This is an optimization exercise on Yosys and OpenROAD, whose aim is small area, not a production implementation.
RTL that was checked went through simulation tests only; none was proved equivalent to the original.
Power figures rest on the tool's default switching activity, not on a simulated workload.

==> module event_readout, before the edit <==
module event_readout
(
    input  logic        clk_i,
    input  logic        rdholdoff_reset,
    input  logic        clk_ce_i,
    input  logic [23:0] rdholdoff_i,
    input  logic        sample_wr_en_i,
    input  logic        sample_wr_chan_i,
    input  logic [1:0]  sample_wr_bank_i,
    input  logic [3:0]  sample_wr_addr_i,
    input  logic [15:0] sample_wr_data_i,
    input  logic        hdr_push_i,
    input  logic [15:0] hdr_word_i,
    output logic [15:0] ev_data_o,
    output logic        ev_strobe_o,
    output logic        ev_valid_o,
    output logic        complete_o
);
    logic        valid_q;      
    logic        pause_q;      
    logic        strobe_q;
    logic [6:0]  p_q;          
    logic [24:0] cnt_q;        
    logic [4:0]  wp_q;         
    logic [2:0]  ep_q;         
    logic active, idle, avail, start, cap, last;
    assign active = valid_q & ~pause_q;
    assign idle   = ~valid_q & ~pause_q;
    assign avail  = (wp_q[4:2] != ep_q);
    assign start  = clk_ce_i & idle & avail;
    assign cap    = clk_ce_i & active;
    assign last   = (p_q == 7'd95);
    always_ff @(posedge clk_i) begin
        if (rdholdoff_reset) begin
            valid_q  <= 1'b0;
            pause_q  <= 1'b0;
            strobe_q <= 1'b0;
            wp_q     <= '0;
            ep_q     <= '0;
        end else begin
            strobe_q <= cap;
            if (hdr_push_i) wp_q <= wp_q + 1'b1;
            if (start) valid_q <= 1'b1;
            if (cap && last) begin
                pause_q <= 1'b1;
                ep_q    <= ep_q + 1'b1;
            end
            if (clk_ce_i && pause_q) begin
                valid_q <= 1'b0;
                if (cnt_q[24]) pause_q <= 1'b0;
            end
        end
    end
    always_ff @(posedge clk_i) begin
        if (start) p_q <= 7'd124;
        else if (cap) p_q <= p_q + 1'b1;
    end
    always_ff @(posedge clk_i) begin
        if (cap && last) cnt_q <= {1'b0, rdholdoff_i};
        else cnt_q <= cnt_q - clk_ce_i;
    end
    assign ev_valid_o  = valid_q;
    assign ev_strobe_o = strobe_q;
    assign complete_o  = cap & last;
    logic [15:0] smem [96];
    logic [15:0] hmem [16];
    logic [95:0] s_we;
    logic [15:0] h_we;
    er_sample_wdec u_swdec (
        .wr_i   (sample_wr_en_i),
        .chan_i (sample_wr_chan_i),
        .bank_i (sample_wr_bank_i),
        .addr_i (sample_wr_addr_i),
        .we_o   (s_we)
    );
    er_hdr_wdec u_hwdec (
        .push_i (hdr_push_i),
        .wp_i   (wp_q[3:0]),
        .we_o   (h_we)
    );
    for (genvar i = 0; i < 96; i++) begin : g_s
        always_ff @(posedge clk_i) if (s_we[i]) smem[i] <= sample_wr_data_i;
    end
    for (genvar i = 0; i < 16; i++) begin : g_h
        always_ff @(posedge clk_i) if (h_we[i]) hmem[i] <= hdr_word_i;
    end
    logic [111:0] rsel;
    logic [15:0]  rd_word;
    logic [15:0]  data_q;
    always_ff @(posedge clk_i) data_q <= rd_word;
    assign ev_data_o = data_q;
    er_rdec u_rdec (
        .p_i   (p_q),
        .ep_i  (ep_q[1:0]),
        .sel_o (rsel)
    );
    for (genvar b = 0; b < 16; b++) begin : g_rd
        logic [111:0] col;
        for (genvar i = 0; i < 96; i++) begin : g_cs
            assign col[i] = smem[i][b];
        end
        for (genvar i = 0; i < 16; i++) begin : g_ch
            assign col[96+i] = hmem[i][b];
        end
        er_rd_bit u_rd (.sel_i(rsel), .d_i(col), .y_o(rd_word[b]));
    end
endmodule
==> module er_sample_wdec, before the edit <==
module er_sample_wdec
(
    input  logic        wr_i,
    input  logic        chan_i,
    input  logic [1:0]  bank_i,
    input  logic [3:0]  addr_i,
    output logic [95:0] we_o
);
    for (genvar c = 0; c < 2; c++) begin : g_c
        for (genvar b = 0; b < 3; b++) begin : g_b
            for (genvar a = 0; a < 16; a++) begin : g_a
                assign we_o[c*48+b*16+a] = wr_i && (chan_i == 1'(c)) && (bank_i == 2'(b))
                                           && (addr_i == 4'(a));
            end
        end
    end
endmodule
==> module er_hdr_wdec, before the edit <==
module er_hdr_wdec
(
    input  logic        push_i,
    input  logic [3:0]  wp_i,
    output logic [15:0] we_o
);
    for (genvar i = 0; i < 16; i++) begin : g_i
        assign we_o[i] = push_i && (wp_i == 4'(i));
    end
endmodule
make LEC_CHECK=0 CAP_MARGIN=20 CORE_MARGIN=2 CORE_UTILIZATION=45 CTS_CLUSTER_DIAMETER=100 CTS_CLUSTER_SIZE=22 SLEW_MARGIN=20 SYNTH_HIERARCHICAL=1 SYNTH_MINIMUM_KEEP_SIZE=0 finish   # period 6.0 ns
run.sh (not shown) runs the stock make flow with config.mk's settings and CLKGATE_MAP_FILE= SYNTH_SCRIPT=/design/flow/synth_recipe.tcl, a recipe that flattens the netlist after the stock synthesis.
The baseline passed the timing, design-rule and antenna checks.
==> next run, changes <==
--- a/flow/design.v
+++ b/flow/design.v
@@ -63,29 +63,37 @@
     assign ev_valid_o  = valid_q;
     assign ev_strobe_o = strobe_q;
     assign complete_o  = cap & last;
     logic [15:0] smem [96];
     logic [15:0] hmem [16];
-    logic [95:0] s_we;
-    logic [15:0] h_we;
+    logic [15:0] snext [96];
+    logic [15:0] hnext [16];
+    logic [95:0] s_we, s_we_n;
+    logic [15:0] h_we, h_we_n;
     er_sample_wdec u_swdec (
         .wr_i   (sample_wr_en_i),
         .chan_i (sample_wr_chan_i),
         .bank_i (sample_wr_bank_i),
         .addr_i (sample_wr_addr_i),
-        .we_o   (s_we)
+        .we_o   (s_we),
+        .we_n_o (s_we_n)
     );
     er_hdr_wdec u_hwdec (
         .push_i (hdr_push_i),
         .wp_i   (wp_q[3:0]),
-        .we_o   (h_we)
+        .we_o   (h_we),
+        .we_n_o (h_we_n)
     );
     for (genvar i = 0; i < 96; i++) begin : g_s
-        always_ff @(posedge clk_i) if (s_we[i]) smem[i] <= sample_wr_data_i;
+        er_hold u_h (.q_i(smem[i]), .we_i(s_we[i]), .we_n_i(s_we_n[i]),
+                     .d_i(sample_wr_data_i), .y_o(snext[i]));
+        always_ff @(posedge clk_i) smem[i] <= snext[i];
     end
     for (genvar i = 0; i < 16; i++) begin : g_h
-        always_ff @(posedge clk_i) if (h_we[i]) hmem[i] <= hdr_word_i;
+        er_hold u_h (.q_i(hmem[i]), .we_i(h_we[i]), .we_n_i(h_we_n[i]),
+                     .d_i(hdr_word_i), .y_o(hnext[i]));
+        always_ff @(posedge clk_i) hmem[i] <= hnext[i];
     end
     logic [111:0] rsel;
     logic [15:0]  rd_word;
     logic [15:0]  data_q;
     always_ff @(posedge clk_i) data_q <= rd_word;
@@ -104,36 +112,50 @@
             assign col[96+i] = hmem[i][b];
         end
         er_rd_bit u_rd (.sel_i(rsel), .d_i(col), .y_o(rd_word[b]));
     end
 endmodule
+module er_hold
+(
+    input  logic [15:0] q_i,
+    input  logic        we_i,
+    input  logic        we_n_i,
+    input  logic [15:0] d_i,
+    output logic [15:0] y_o
+);
+    assign y_o = (q_i | {16{we_i}}) & (d_i | {16{we_n_i}});
+endmodule
 module er_sample_wdec
 (
     input  logic        wr_i,
     input  logic        chan_i,
     input  logic [1:0]  bank_i,
     input  logic [3:0]  addr_i,
-    output logic [95:0] we_o
+    output logic [95:0] we_o,
+    output logic [95:0] we_n_o
 );
     for (genvar c = 0; c < 2; c++) begin : g_c
         for (genvar b = 0; b < 3; b++) begin : g_b
             for (genvar a = 0; a < 16; a++) begin : g_a
                 assign we_o[c*48+b*16+a] = wr_i && (chan_i == 1'(c)) && (bank_i == 2'(b))
                                            && (addr_i == 4'(a));
             end
         end
     end
+    assign we_n_o = ~we_o;
 endmodule
 module er_hdr_wdec
 (
     input  logic        push_i,
     input  logic [3:0]  wp_i,
-    output logic [15:0] we_o
+    output logic [15:0] we_o,
+    output logic [15:0] we_n_o
 );
     for (genvar i = 0; i < 16; i++) begin : g_i
         assign we_o[i] = push_i && (wp_i == 4'(i));
     end
+    assign we_n_o = ~we_o;
 endmodule
 module er_rdec
 (
     input  logic [6:0]   p_i,
     input  logic [1:0]   ep_i,
The new run finished clean.
Via count grows by well over a third.
Routed wire length came out higher by well over a third.
Hold slack is worse by 0.0095 ns.
Utilization decreases by 3.7 points.
Total power climbs by roughly a tenth.
Clock skew went up by 0.0053 ns.
Synthesized area went up by a few percent.
Cell count grows by well over a third.
Worst setup slack improved by 0.14 ns.
Register-to-register slack gets worse by 0.53 ns.
Final area drops slightly.
Sequential share of layout area is lower by 24 points.
Count of clock-buffer cells in the layout falls by 29.
No functional check of the RTL was part of the first run of this note.

separate check: timing with driven ports:
How much do the figures lean on ideal ports? The routed layouts below were timed once more, with nothing changed but the port constraints. Step 1 (the two cells are an assumption about what drives the block):
set clk [get_ports {clk_i}]
set_driving_cell -lib_cell sky130_fd_sc_hd__clkbuf_16 $clk
set_driving_cell -lib_cell sky130_fd_sc_hd__buf_2 [delete_from_list [all_inputs] $clk]
Step 2 also shifts input and output timing later by t, the mid clock arrival at the registers, as if the neighbouring blocks saw the same clock. Slacks: no drivers / after step 1 / after step 2; pairs: no drivers / after step 1.
run | t (ns) | setup slack, ns | hold slack, ns
the first run | 0.798 | 1.110 / 1.085 / 1.085 | 0.485 / 0.485 / 0.485
the second run | 0.821 | 1.250 / 1.167 / 1.127 | 0.475 / 0.475 / 0.475
After both steps every run listed still meets setup and hold. For the second run, which loses most, drivers alone change the setup slack by -0.083 ns; drivers and shift together by -0.123 ns.
